Context: an optimization exercise on an open-source flow, tuned for small area and few clock cycles per item. The choices shown serve that exercise and are no tape-out recipe. Function was checked by simulation only, so behaviour that the tests miss may differ from the original. No activity file was given, so power comes from the tool's default toggle rates.

==> inputs of job 8280 <==
// tlb_page_table_translator
module tlb_page_table_translator (
   input  wire logic                            clock,
   input  wire logic                            reset,
   input  wire logic                            req_valid,
   output wire logic                            req_ready,
   input  wire logic [tlbpt_pkg::ADDR_BITS-1:0]  req_logical_address,
   output wire logic                            rsp_valid,
   input  wire logic                            rsp_ready,
   output wire logic [tlbpt_pkg::ADDR_BITS-1:0]  rsp_physical_address,
   output wire logic                            rsp_tlb_hit,
   output wire logic                            rsp_page_fault,
   output wire logic [tlbpt_pkg::COUNT_BITS-1:0] rsp_hit_count,
   output wire logic [tlbpt_pkg::COUNT_BITS-1:0] rsp_fault_count
);
clock: 6.0 ns
lec_check: 0
cap_margin: 20
core_margin: 2
core_utilization: 40
cts_cluster_diameter: 50
cts_cluster_size: 25
gpl_timing_driven: 0
slew_margin: 20
synth_hierarchical: 1
synth_minimum_keep_size: 0
standard.sh (not shown) runs the stock make flow with config.mk's settings and CLKGATE_MAP_FILE= SYNTH_SCRIPT=/design/flow/synth_recipe.tcl, a recipe that flattens the netlist after the stock synthesis.
==> flow/flow/run.sh <==
#!/bin/bash
set -euo pipefail
export CTS_ARGS="-sink_clustering_enable -repair_clock_nets -dont_use_dummy_load -sink_clustering_size 14 -sink_clustering_max_diameter 50 -buf_list sky130_fd_sc_hd__clkbuf_8"
bash standard.sh finish > flow_make.log 2>&1
==> job 5445 (differences from job 8280) <==
--- a/flow/design.v
+++ b/flow/design.v
@@ -42,51 +42,32 @@
    localparam int NT = tlbpt_pkg::TLB_ENTRIES;
    localparam int FB = tlbpt_pkg::FRAME_BITS;
    localparam int OB = tlbpt_pkg::OFFSET_BITS;
    localparam int PB = tlbpt_pkg::PAGE_IDX_BITS;
    localparam int CB = tlbpt_pkg::COUNT_BITS;
    localparam int RB = FB + 1;    
-   logic                    s1_valid_ff;
-   tlbpt_pkg::page_idx_type s1_page_ff;
-   logic [OB-1:0]           s1_offset_ff;
-   logic                    accept;
-   logic                    take;
-   assign take      = s1_valid_ff && rsp_ready;
-   assign req_ready = !s1_valid_ff || rsp_ready;
+   logic rsp_valid_ff;
+   logic accept;
+   assign req_ready = !rsp_valid_ff || rsp_ready;
    assign accept    = req_valid && req_ready;
-   always_ff @(posedge clock) begin
-      if (reset) begin
-         s1_valid_ff <= 1'b0;
-      end else if (accept) begin
-         s1_valid_ff <= 1'b1;
-      end else if (take) begin
-         s1_valid_ff <= 1'b0;
-      end
-   end
-   always_ff @(posedge clock) begin
-      if (accept) begin
-         s1_page_ff   <= req_logical_address[OB +: PB];
-         s1_offset_ff <= req_logical_address[OB-1:0];
-      end
-   end
+   tlbpt_pkg::page_idx_type page;
+   assign page = req_logical_address[OB +: PB];
    logic [NP-1:0][FB-1:0] pt_frame_ff;
    logic [NP-1:0]         pt_valid_ff;
-   tlbpt_pkg::page_idx_type in_page;
    logic [15:0] sel_lo;       
+   logic [15:0] sel_lo_n;
    logic [15:0] sel_hi;       
-   logic [15:0] wsel_lo_n;    
    logic [15:0] wsel_hi_n;    
-   assign in_page = req_logical_address[OB +: PB];
+   logic        wr_en;
    always_comb begin
       for (int i = 0; i < 16; i++) begin
-         sel_lo[i]    = (in_page[3:0] == 4'(i));
-         sel_hi[i]    = (in_page[7:4] == 4'(i));
-         wsel_lo_n[i] = !(s1_page_ff[3:0] == 4'(i));
-         wsel_hi_n[i] = !(take && (s1_page_ff[7:4] == 4'(i)));
-      end
-   end
+         sel_lo[i] = (page[3:0] == 4'(i));
+         sel_hi[i] = (page[7:4] == 4'(i));
+      end
+   end
+   assign sel_lo_n = ~sel_lo;
    logic [15:0][RB-1:0] grp_n;     
    logic [RB-1:0]       rd;        
    for (genvar g = 0; g < 16; g++) begin : g_grp
       for (genvar b = 0; b < RB; b++) begin : g_bit
          logic [15:0] d;
          for (genvar l = 0; l < 16; l++) begin : g_row
@@ -119,101 +100,99 @@
       for (genvar k = 0; k < 4; k++) begin : g_q
          tlbpt_nand4 u_q (.a(grp_n[4*k][b]), .b(grp_n[4*k+1][b]), .c(grp_n[4*k+2][b]),
                           .d(grp_n[4*k+3][b]), .y(q[k]));
       end
       assign rd[b] = |q;
    end
-   logic [FB:0]          next_frame_ff;    
-   logic [RB-1:0]        rd_ff;
-   logic                 fwd;
-   logic                 fault;
-   assign fwd = take && fault && (in_page == s1_page_ff);
-   always_ff @(posedge clock) begin
-      if (accept) begin
-         rd_ff <= fwd ? {1'b1, next_frame_ff[FB-1:0]} : rd;
-      end
-   end
    tlbpt_pkg::frame_type pt_frame;
    logic                 pt_valid;
-   assign {pt_valid, pt_frame} = rd_ff;
+   assign {pt_valid, pt_frame} = rd;
    tlbpt_pkg::page_idx_type tlb_page_ff [NT];
    logic [NT-1:0]           tlb_eq;
    logic                    tlb_match;
    for (genvar k = 0; k < NT; k++) begin : g_tlb
-      tlbpt_eq8 u_eq (.a(tlb_page_ff[k]), .b(s1_page_ff), .y(tlb_eq[k]));
+      tlbpt_eq8 u_eq (.a(tlb_page_ff[k]), .b(page), .y(tlb_eq[k]));
    end
    assign tlb_match = |tlb_eq;
+   logic [FB:0]          next_frame_ff;    
    logic [CB-1:0]        hits_ff;
-   logic [FB:0]          faults_next;
-   logic [CB-1:0]        hits_next;
    logic                 hit;
+   logic                 fault;
    tlbpt_pkg::frame_type frame;
    assign hit   = pt_valid && tlb_match;
    assign fault = !pt_valid;
    assign frame = pt_valid ? pt_frame : next_frame_ff[FB-1:0];
-   assign faults_next = fault ? next_frame_ff + 1'b1 : next_frame_ff;
-   assign hits_next   = (hit && (hits_ff != '1)) ? hits_ff + 1'b1 : hits_ff;
+   assign wr_en = accept && fault;
    logic [NP-1:0] row_we;
    for (genvar g = 0; g < 16; g++) begin : g_wg
+      tlbpt_nand2 u_w (.a(sel_hi[g]), .b(wr_en), .y(wsel_hi_n[g]));
       for (genvar l = 0; l < 16; l++) begin : g_wr
-         tlbpt_nor3 u_we (.a(wsel_hi_n[g]), .b(wsel_lo_n[l]), .c(pt_valid_ff[g*16+l]),
-                          .y(row_we[g*16+l]));
-      end
-   end
-   logic [NP-1:0][FB-1:0] pt_frame_d;
-   for (genvar i = 0; i < NP; i++) begin : g_fd
-      tlbpt_row_next u_d (.q(pt_frame_ff[i]), .keep({FB{pt_valid_ff[i]}}), .we({FB{row_we[i]}}),
-                          .wd(next_frame_ff[FB-1:0]), .d(pt_frame_d[i]));
-   end
-   always_ff @(posedge clock) begin
-      pt_frame_ff <= pt_frame_d;
+         tlbpt_nor2 u_we (.a(wsel_hi_n[g]), .b(sel_lo_n[l]), .y(row_we[g*16+l]));
+      end
+   end
+   always_ff @(posedge clock) begin
+      for (int i = 0; i < NP; i++) begin
+         if (row_we[i]) pt_frame_ff[i] <= next_frame_ff[FB-1:0];
+      end
    end
    always_ff @(posedge clock) begin
       if (reset) begin
          pt_valid_ff <= '0;
       end else begin
          pt_valid_ff <= pt_valid_ff | row_we;
       end
    end
    always_ff @(posedge clock) begin
-      if (take && !hit) begin
+      if (accept && !hit) begin
          for (int k = NT - 1; k > 0; k--) tlb_page_ff[k] <= tlb_page_ff[k-1];
-         tlb_page_ff[0] <= s1_page_ff;
+         tlb_page_ff[0] <= page;
       end
    end
    always_ff @(posedge clock) begin
       if (reset) begin
          next_frame_ff <= '0;
          hits_ff       <= '0;
-      end else if (take) begin
-         next_frame_ff <= faults_next;
-         hits_ff       <= hits_next;
-      end
-   end
-   assign rsp_valid            = s1_valid_ff;
-   assign rsp_physical_address = {frame, s1_offset_ff};
-   assign rsp_tlb_hit          = hit;
-   assign rsp_page_fault       = fault;
-   assign rsp_hit_count        = hits_next;
-   assign rsp_fault_count      = CB'(faults_next);
+      end else if (accept) begin
+         if (fault) next_frame_ff <= next_frame_ff + 1'b1;
+         if (hit && (hits_ff != '1)) hits_ff <= hits_ff + 1'b1;
+      end
+   end
+   tlbpt_pkg::frame_type rsp_frame_ff;
+   logic [OB-1:0]        rsp_offset_ff;
+   logic                 rsp_hit_ff;
+   logic                 rsp_fault_ff;
+   always_ff @(posedge clock) begin
+      if (reset) begin
+         rsp_valid_ff <= 1'b0;
+      end else if (accept) begin
+         rsp_valid_ff <= 1'b1;
+      end else if (rsp_ready) begin
+         rsp_valid_ff <= 1'b0;
+      end
+   end
+   always_ff @(posedge clock) begin
+      if (accept) begin
+         rsp_frame_ff  <= frame;
+         rsp_offset_ff <= req_logical_address[OB-1:0];
+         rsp_hit_ff    <= hit;
+         rsp_fault_ff  <= fault;
+      end
+   end
+   assign rsp_valid            = rsp_valid_ff;
+   assign rsp_physical_address = {rsp_frame_ff, rsp_offset_ff};
+   assign rsp_tlb_hit          = rsp_hit_ff;
+   assign rsp_page_fault       = rsp_fault_ff;
+   assign rsp_hit_count        = hits_ff;
+   assign rsp_fault_count      = CB'(next_frame_ff);
 endmodule
 module tlbpt_aoi222 (
    input  wire logic a1, a2, b1, b2, c1, c2,
    output wire logic y
 );
    assign y = !((a1 && a2) || (b1 && b2) || (c1 && c2));
 endmodule
-module tlbpt_row_next (
-   input  wire logic [7:0] q,
-   input  wire logic [7:0] keep,    
-   input  wire logic [7:0] we,      
-   input  wire logic [7:0] wd,
-   output wire logic [7:0] d
-);
-   assign d = (q & keep) | (wd & we);
-endmodule
 module tlbpt_nand2 (
    input  wire logic a, b,
    output wire logic y
 );
    assign y = !(a && b);
 endmodule
@@ -231,18 +210,12 @@
 endmodule
 module tlbpt_nor2 (
    input  wire logic a, b,
    output wire logic y
 );
    assign y = !(a || b);
-endmodule
-module tlbpt_nor3 (
-   input  wire logic a, b, c,
-   output wire logic y
-);
-   assign y = !(a || b || c);
 endmodule
 module tlbpt_o21ai (
    input  wire logic a1, a2, b1,
    output wire logic y
 );
    assign y = !((a1 || a2) && b1);
==> flow/run.sh (new file) <==
#!/bin/bash
# synth_recipe.tcl (not shown) runs the flow's synth.tcl, then flattens the netlist and writes it again
# the make line also repeats each setting of config.mk as NAME=value (left out here)
make -C /OpenROAD-flow-scripts/flow DESIGN_CONFIG=/design/flow/config.mk WORK_HOME=/design/flow/orfs CLKGATE_MAP_FILE= SYNTH_SCRIPT=/design/flow/synth_recipe.tcl finish
- GPL_TIMING_DRIVEN: 0 -> default
removed: flow/flow/run.sh
removed: flow/standard.sh
==> job 8783 (differences from job 8280) <==
==> flow/run.sh (new file) <==
#!/bin/bash
# synth_recipe.tcl (not shown) runs the flow's synth.tcl, then flattens the netlist and writes it again
# the make line also repeats each setting of config.mk as NAME=value (left out here)
make -C /OpenROAD-flow-scripts/flow DESIGN_CONFIG=/design/flow/config.mk WORK_HOME=/design/flow/orfs CLKGATE_MAP_FILE= SYNTH_SCRIPT=/design/flow/synth_recipe.tcl finish
removed: flow/flow/run.sh
removed: flow/standard.sh
==> job 9624 (differences from job 8280) <==
--- a/flow/design.v
+++ b/flow/design.v
@@ -70,21 +70,21 @@
    end
    logic [NP-1:0][FB-1:0] pt_frame_ff;
    logic [NP-1:0]         pt_valid_ff;
    tlbpt_pkg::page_idx_type in_page;
    logic [15:0] sel_lo;       
    logic [15:0] sel_hi;       
-   logic [15:0] wsel_lo_n;    
-   logic [15:0] wsel_hi_n;    
+   logic [15:0] wsel_lo;      
+   logic [15:0] wsel_hi;      
    assign in_page = req_logical_address[OB +: PB];
    always_comb begin
       for (int i = 0; i < 16; i++) begin
          sel_lo[i]    = (in_page[3:0] == 4'(i));
          sel_hi[i]    = (in_page[7:4] == 4'(i));
-         wsel_lo_n[i] = !(s1_page_ff[3:0] == 4'(i));
-         wsel_hi_n[i] = !(take && (s1_page_ff[7:4] == 4'(i)));
+         wsel_lo[i]   = (s1_page_ff[3:0] == 4'(i));
+         wsel_hi[i]   = take && (s1_page_ff[7:4] == 4'(i));
       end
    end
    logic [15:0][RB-1:0] grp_n;     
    logic [RB-1:0]       rd;        
    for (genvar g = 0; g < 16; g++) begin : g_grp
       for (genvar b = 0; b < RB; b++) begin : g_bit
@@ -152,14 +152,15 @@
    assign frame = pt_valid ? pt_frame : next_frame_ff[FB-1:0];
    assign faults_next = fault ? next_frame_ff + 1'b1 : next_frame_ff;
    assign hits_next   = (hit && (hits_ff != '1)) ? hits_ff + 1'b1 : hits_ff;
    logic [NP-1:0] row_we;
    for (genvar g = 0; g < 16; g++) begin : g_wg
       for (genvar l = 0; l < 16; l++) begin : g_wr
-         tlbpt_nor3 u_we (.a(wsel_hi_n[g]), .b(wsel_lo_n[l]), .c(pt_valid_ff[g*16+l]),
-                          .y(row_we[g*16+l]));
+         logic row_sel_n;
+         tlbpt_nand2 u_sel (.a(wsel_hi[g]), .b(wsel_lo[l]), .y(row_sel_n));
+         tlbpt_nor2  u_we  (.a(row_sel_n), .b(pt_valid_ff[g*16+l]), .y(row_we[g*16+l]));
       end
    end
    logic [NP-1:0][FB-1:0] pt_frame_d;
    for (genvar i = 0; i < NP; i++) begin : g_fd
       tlbpt_row_next u_d (.q(pt_frame_ff[i]), .keep({FB{pt_valid_ff[i]}}), .we({FB{row_we[i]}}),
                           .wd(next_frame_ff[FB-1:0]), .d(pt_frame_d[i]));
@@ -232,18 +233,12 @@
 module tlbpt_nor2 (
    input  wire logic a, b,
    output wire logic y
 );
    assign y = !(a || b);
 endmodule
-module tlbpt_nor3 (
-   input  wire logic a, b, c,
-   output wire logic y
-);
-   assign y = !(a || b || c);
-endmodule
 module tlbpt_o21ai (
    input  wire logic a1, a2, b1,
    output wire logic y
 );
    assign y = !((a1 || a2) && b1);
 endmodule
==> flow/flow/run.sh (replaced) <==
#!/bin/bash
set -euo pipefail
export CTS_ARGS="-sink_clustering_enable -repair_clock_nets -dont_use_dummy_load -sink_clustering_size 16 -sink_clustering_max_diameter 60 -buf_list sky130_fd_sc_hd__clkbuf_8"
bash standard.sh finish > flow_make.log 2>&1
- CAP_MARGIN: 20 -> 5
- CORE_UTILIZATION: 40 -> 70
- SLEW_MARGIN: 20 -> 5
==> results.txt <==
Job 8783 finished with timing, DRC and antenna clean. Job 9624 finished but fails on max-capacitance violations, max-slew violations. Job 8280 went through all stages and came out clean. Job 5445 completed without violations. Between job 5445 and job 8280, the lower setup slack is in job 8280 (gap 440 ps). Between job 9624 and job 8280, the lower area after synthesis is in job 9624 (gap about 0.7%, measured against job 8280). Die area is about the same in job 8783 and job 5445. Of job 9624 and job 5445, job 9624 has the higher flip-flop and latch count (gap 7). In job 8280 the fmax is larger than in job 8783, by about 0.6%. Sequential power is about the same in job 8280 and job 8783. Critical path depth, lowest first: job 9624, job 8280, job 8783, job 5445. First-iteration DRC count: job 9624 > job 8783 > job 8280 > job 5445. Register-to-register slack: job 9624 < job 8280 < job 8783 < job 5445. Routed wire length: job 8783 > job 8280 > job 9624 > job 5445.
Testbench counts of job 8280, summed over its fixed seeds: cycles 32,008, items 32,000.
Testbench counts of job 5445, summed over its fixed seeds: cycles 32,008, items 32,000.
Testbench counts of job 8783, summed over its fixed seeds: cycles 32,008, items 32,000.
Testbench counts of job 9624, summed over its fixed seeds: cycles 32,008, items 32,000.

==> afterwards: timing with drivers on the ports <==
In the flow no input, the clock included, has a driving cell. The finished layouts below were timed again as built, in two steps. Step 1 assumes that a clkbuf_16 drives the clock port and a buf_2 every other input. Step 2 also shifts input and output timing later by t, the mid clock arrival at the registers, as if the neighbouring blocks saw the same clock. Slacks: ideal / step 1 / step 2; pairs: ideal / step 1.
| run | t (ns) | setup slack, ns | worst setup path after step 2 | worst slew at a driven data input, ns |
|---|---|---|---|---|
| job 8280 | 1.040 | 0.180 / 0.086 / -0.741 | input to register | 0.05 |
| job 5445 | 0.970 | 0.623 / 0.688 / -0.282 | input to register | 0.11 |
| job 8783 | 0.934 | 0.143 / 0.183 / -0.728 | input to register | 0.05 |
| job 9624 | 1.008 | 0.230 / 0.153 / -0.673 | input to register | 0.07 |
The setup slack of job 8280, which loses most, moves by -0.094 ns with the drivers and by -0.921 ns with both steps.
